What follows belongs to an exercise in optimizing a design on an open flow for small area, a short achievable clock period and few clock cycles per item; a production flow would make more cautious choices. RTL that was checked went through simulation tests only; none was proved equivalent to the original. Power and IR drop assume default switching activity.

==> run A <==
## data_memory_bytelane
module data_memory_bytelane
#(
    parameter int DEPTH   = 128,
    parameter int LATENCY = 1,
    localparam int ADDR_W = $clog2(DEPTH) + 2
) (
    input  logic              clk,
    input  logic              reset,
    input  logic              req_valid,
    output logic              req_ready,
    input  logic              req_write,
    input  logic [1:0]        req_size,
    input  logic              req_unsigned,
    input  logic [ADDR_W-1:0] req_addr,
    input  logic [31:0]       req_wdata,
    output logic              rsp_valid,
    output logic [31:0]       rsp_rdata,
    output logic              rsp_error,
    output logic              init_done
);
    localparam int IDX_W = ADDR_W - 2;
    localparam int NQ    = 4;                  
    localparam int QD    = DEPTH / NQ;         
    localparam int QW    = $clog2(QD);
    localparam int LO_W  = IDX_W / 2;          
    localparam int HI_W  = IDX_W - LO_W;
    localparam int NLO   = 1 << LO_W;
    localparam int NHI   = 1 << HI_W;
    logic [DEPTH*32-1:0] mem;
    logic             accept, ill;
    logic [IDX_W-1:0] idx;
    logic [3:0]       lanes;
    logic [31:0]      wrep;
    assign req_ready = init_done;
    assign accept    = req_valid && init_done;
    assign ill       = (req_size == dmem_pkg::SIZE_ILL);
    assign idx       = req_addr[ADDR_W-1:2];
    always_comb begin
        case (req_size)
            dmem_pkg::SIZE_BYTE: lanes = 4'b0001 << req_addr[1:0];
            dmem_pkg::SIZE_HALF: lanes = req_addr[1] ? 4'b1100 : 4'b0011;
            dmem_pkg::SIZE_WORD: lanes = 4'b1111;
  ...
clock: 5.0 ns
lec_check: 0
cap_margin: 20
core_margin: 2
core_utilization: 55
cts_cluster_diameter: 100
cts_cluster_size: 20
setup_slack_margin: 2.5
slew_margin: 20
synth_hierarchical: 1
synth_minimum_keep_size: 0
run.sh (not shown) runs the stock make flow with config.mk's settings and CLKGATE_MAP_FILE= SYNTH_SCRIPT=/design/flow/synth_recipe.tcl, a recipe that flattens the netlist after the stock synthesis.
==> inputs of run R, as changes to run A <==
==> flow/design.v (replaced) <==
package dmem_pkg;
    localparam logic [1:0] SIZE_BYTE = 2'b00;
    localparam logic [1:0] SIZE_HALF = 2'b01;
    localparam logic [1:0] SIZE_WORD = 2'b10;
    localparam logic [1:0] SIZE_ILL  = 2'b11;
    typedef enum logic [1:0] {
        CLEAR = 2'b00,
        IDLE  = 2'b01,
        BUSY  = 2'b10,
        RESP  = 2'b11
    } dmem_state_t;
endpackage
module dmem_read_or
#(
    parameter int N = 32
) (
    input  logic [N-1:0]    sel,
    input  logic [N*32-1:0] words,
    output logic [31:0]     word_n
);
    localparam int N3 = N / 3;              
    localparam int NR = N - 3 * N3;         
    localparam int NG = N3 + NR;
    for (genvar b = 0; b < 32; b++) begin : g_bit
        logic [N-1:0]  d;
        logic [NG-1:0] gn;                  
        for (genvar w = 0; w < N; w++) begin : g_w
            assign d[w] = words[32*w + b];
        end
        for (genvar g = 0; g < N3; g++) begin : g_grp
            dmem_aoi222 u_g (.a(sel[3*g +: 3]), .b(d[3*g +: 3]), .y(gn[g]));
        end
        for (genvar r = 0; r < NR; r++) begin : g_rest
            dmem_nand2 u_r (.a(sel[3*N3 + r]), .b(d[3*N3 + r]), .y(gn[N3 + r]));
        end
        assign word_n[b] = &gn;
    end
endmodule
module dmem_aoi222
(
    input  logic [2:0] a,
    input  logic [2:0] b,
    output logic       y
);
    assign y = ~|(a & b);
endmodule
module dmem_nand2
(
    input  logic a,
    input  logic b,
    output logic y
);
    assign y = ~(a & b);
endmodule
module data_memory_bytelane
#(
    parameter int DEPTH   = 128,
    parameter int LATENCY = 1,
    localparam int ADDR_W = $clog2(DEPTH) + 2
) (
    input  logic              clk,
    input  logic              reset,
    input  logic              req_valid,
    output logic              req_ready,
    input  logic              req_write,
    input  logic [1:0]        req_size,
    input  logic              req_unsigned,
    input  logic [ADDR_W-1:0] req_addr,
    input  logic [31:0]       req_wdata,
    output logic              rsp_valid,
    output logic [31:0]       rsp_rdata,
    output logic              rsp_error,
    output logic              init_done
);
    localparam int IDX_W = ADDR_W - 2;
    localparam int NQ    = 4;                  
    localparam int QD    = DEPTH / NQ;         
    localparam int QW    = $clog2(QD);
    localparam int LO_W  = IDX_W / 2;          
    localparam int HI_W  = IDX_W - LO_W;
    localparam int NLO   = 1 << LO_W;
    localparam int NHI   = 1 << HI_W;
    logic [DEPTH*32-1:0] mem;
    logic             accept, ill;
    logic [IDX_W-1:0] idx;
    logic [3:0]       lanes;
    logic [31:0]      wrep;
    logic             ld;
    logic [3:0]       c_b0, c_sg;
    logic [1:0]       c_b1;
    logic             c_w, c_x1;
    logic rst_q;
    assign req_ready = init_done;
    assign accept    = req_valid && !rst_q;
    assign ill       = (req_size == dmem_pkg::SIZE_ILL);
    assign idx       = req_addr[ADDR_W-1:2];
    always_comb begin
        case (req_size)
            dmem_pkg::SIZE_BYTE: lanes = 4'b0001 << req_addr[1:0];
            dmem_pkg::SIZE_HALF: lanes = req_addr[1] ? 4'b1100 : 4'b0011;
            dmem_pkg::SIZE_WORD: lanes = 4'b1111;
            default:             lanes = 4'b0000;
        endcase
        case (req_size)
            dmem_pkg::SIZE_BYTE: wrep = {4{req_wdata[7:0]}};
            dmem_pkg::SIZE_HALF: wrep = {2{req_wdata[15:0]}};
            default:             wrep = req_wdata;
        endcase
        ld   = !req_write && !ill;
        c_b0 = '0;                 
        c_b1 = '0;                 
        c_w  = 1'b0;               
        c_x1 = 1'b0;               
        c_sg = '0;                 
        case (req_size)
            dmem_pkg::SIZE_BYTE: begin
                c_b0 = 4'b0001 << req_addr[1:0];
                c_x1 = 1'b1;
                c_sg = req_unsigned ? 4'b0000 : 4'b0001 << req_addr[1:0];
            end
            dmem_pkg::SIZE_HALF: begin
                c_b0 = req_addr[1] ? 4'b0100 : 4'b0001;
                c_b1 = req_addr[1] ? 2'b10 : 2'b01;
                c_sg = req_unsigned ? 4'b0000 : (req_addr[1] ? 4'b1000 : 4'b0010);
            end
            dmem_pkg::SIZE_WORD: begin
                c_b0 = 4'b0001;
                c_b1 = 2'b01;
                c_w  = 1'b1;
            end
            default: ;
        endcase
        if (!ld) begin
            c_b0 = '0;
            c_b1 = '0;
            c_w  = 1'b0;
            c_sg = '0;
        end
    end
    logic             s1_valid, s1_error, s1_w, s1_x1;
    logic [3:0]       s1_b0, s1_sg;
    logic [1:0]       s1_b1;
    logic [NHI-1:0]   s1_hi;
    logic [NLO-1:0]   s1_lo;
    logic [QD-1:0]    s1_qsel;
    logic [NQ-1:0]    s1_q;
    logic [3:0]       s1_lanes;
    logic [31:0]      s1_wdata;
    always_ff @(posedge clk) begin
        init_done <= !reset;
        rst_q     <= reset;
        s1_valid  <= !reset && accept;
        s1_error  <= ill;
        s1_b0     <= c_b0;
        s1_b1     <= c_b1;
        s1_w      <= c_w;
        s1_x1     <= c_x1;
        s1_sg     <= c_sg;
        for (int w = 0; w < QD; w++) s1_qsel[w] <= (idx[QW-1:0] == QW'(w));
        for (int q = 0; q < NQ; q++) s1_q[q]    <= (idx[IDX_W-1:QW] == (IDX_W-QW)'(q));
        if (reset) begin
            s1_hi    <= '1;
            s1_lo    <= '1;
            s1_lanes <= 4'b1111;
            s1_wdata <= 32'h0;
        end else begin
            for (int j = 0; j < NHI; j++) s1_hi[j] <= (idx[IDX_W-1 -: HI_W] == HI_W'(j));
            for (int k = 0; k < NLO; k++) s1_lo[k] <= (idx[LO_W-1:0] == LO_W'(k));
            s1_lanes <= (accept && req_write) ? lanes : 4'b0000;
            s1_wdata <= wrep;
        end
    end
    for (genvar i = 0; i < DEPTH; i++) begin : g_word
        for (genvar l = 0; l < 4; l++) begin : g_lane
            always_ff @(posedge clk)
                if (s1_hi[i / NLO] && s1_lo[i % NLO] && s1_lanes[l])
                    mem[32*i + 8*l +: 8] <= s1_wdata[8*l +: 8];
        end
    end
    logic [NQ*32-1:0] qword_n;
    for (genvar q = 0; q < NQ; q++) begin : g_quarter
        dmem_read_or #(.N(QD)) u_read (
            .sel   (s1_qsel),
            .words (mem[32*QD*q +: 32*QD]),
            .word_n (qword_n[32*q +: 32])
        );
    end
    logic             s2_valid, s2_error, s2_w, s2_x1;
    logic [3:0]       s2_b0, s2_sg;
    logic [1:0]       s2_b1;
    logic [NQ-1:0]    s2_q;
    logic [NQ*32-1:0] s2_qword_n;    
    always_ff @(posedge clk) begin
        s2_valid <= !reset && s1_valid;
        s2_error <= s1_error;
        s2_b0    <= s1_b0;
        s2_b1    <= s1_b1;
        s2_w     <= s1_w;
        s2_x1    <= s1_x1;
        s2_sg    <= s1_sg;
        s2_q     <= s1_q;
        s2_qword_n <= qword_n;
    end
    logic [31:0] word, rdata;
    logic        sign;
    always_comb begin
        word = '0;
        for (int q = 0; q < NQ; q++)
            word = word | (~s2_qword_n[32*q +: 32] & {32{s2_q[q]}});
        sign = |(s2_sg & {word[31], word[23], word[15], word[7]});
        rdata[7:0] = '0;
        for (int l = 0; l < 4; l++)
            rdata[7:0] = rdata[7:0] | (word[8*l +: 8] & {8{s2_b0[l]}});
        rdata[15:8]  = (word[15:8]  & {8{s2_b1[0]}}) | (word[31:24] & {8{s2_b1[1]}}) |
                       {8{sign && s2_x1}};
        rdata[31:16] = (word[31:16] & {16{s2_w}}) | {16{sign}};
    end
    always_ff @(posedge clk) begin
        rsp_valid <= !reset && s2_valid;
        rsp_rdata <= rdata;
        rsp_error <= s2_error;
    end
endmodule
- CTS_CLUSTER_DIAMETER: 100 -> 120
- CTS_CLUSTER_SIZE: 20 -> 25
- SETUP_SLACK_MARGIN: 2.5 -> 2.6
==> notes <==
Of run R and run A, run A has the higher cell area (gap 3.2%, measured against run A). Via count: run R is lower than run A (2.7%). In run A the sequential cell count is lower than in run R, by 30. In run A the first-iteration DRC count is higher than in run R, by 16%. Of run R and run A, run R has the higher sequential power (gap about 1%, measured against run A). Register-to-register slack: run A is lower than run R (0.29 ns). Between run R and run A, the lower routed wire length is in run R (gap about 9%, measured against run A). Of run R and run A, run A has the higher core utilization (gap 2.6 points). Of run A and run R, run A has the higher combinational power (gap about 40%, measured against run R).
Testbench counts of run R, summed over its fixed seeds: cycles 48,032, items 48,000.
The RTL of run A was laid out without a check of its function.

==> what the ideal ports hide <==
In the flow no input, the clock included, has a driving cell. The finished layouts below were timed again as built, in two steps.
Step 1 sets driving cells, clkbuf_16 on the clock port and buf_2 on the other inputs (assumed; they add their load-dependent delay and slew).
Step 2, shift: input delay + t, output delay - t, t = (earliest + latest rising clock arrival at the registers) / 2. This alone moves slack from input paths to output paths.
a / b / c = ideal ports / drivers / drivers and shift; a / b = the first two.
run	t, ns	setup WS [ns]	slew at the worst register clock pin (ns)	cell pins on the clock port's net
run A	1.046	2.222 / 2.222 / 2.031	0.09 / 0.09	1
run R	1.016	2.439 / 2.346 / 1.996	0.11 / 0.11	1
After both steps every run listed still meets setup and hold. For run R, which loses most, drivers alone change the setup slack by -0.093 ns; drivers and shift together by -0.443 ns.
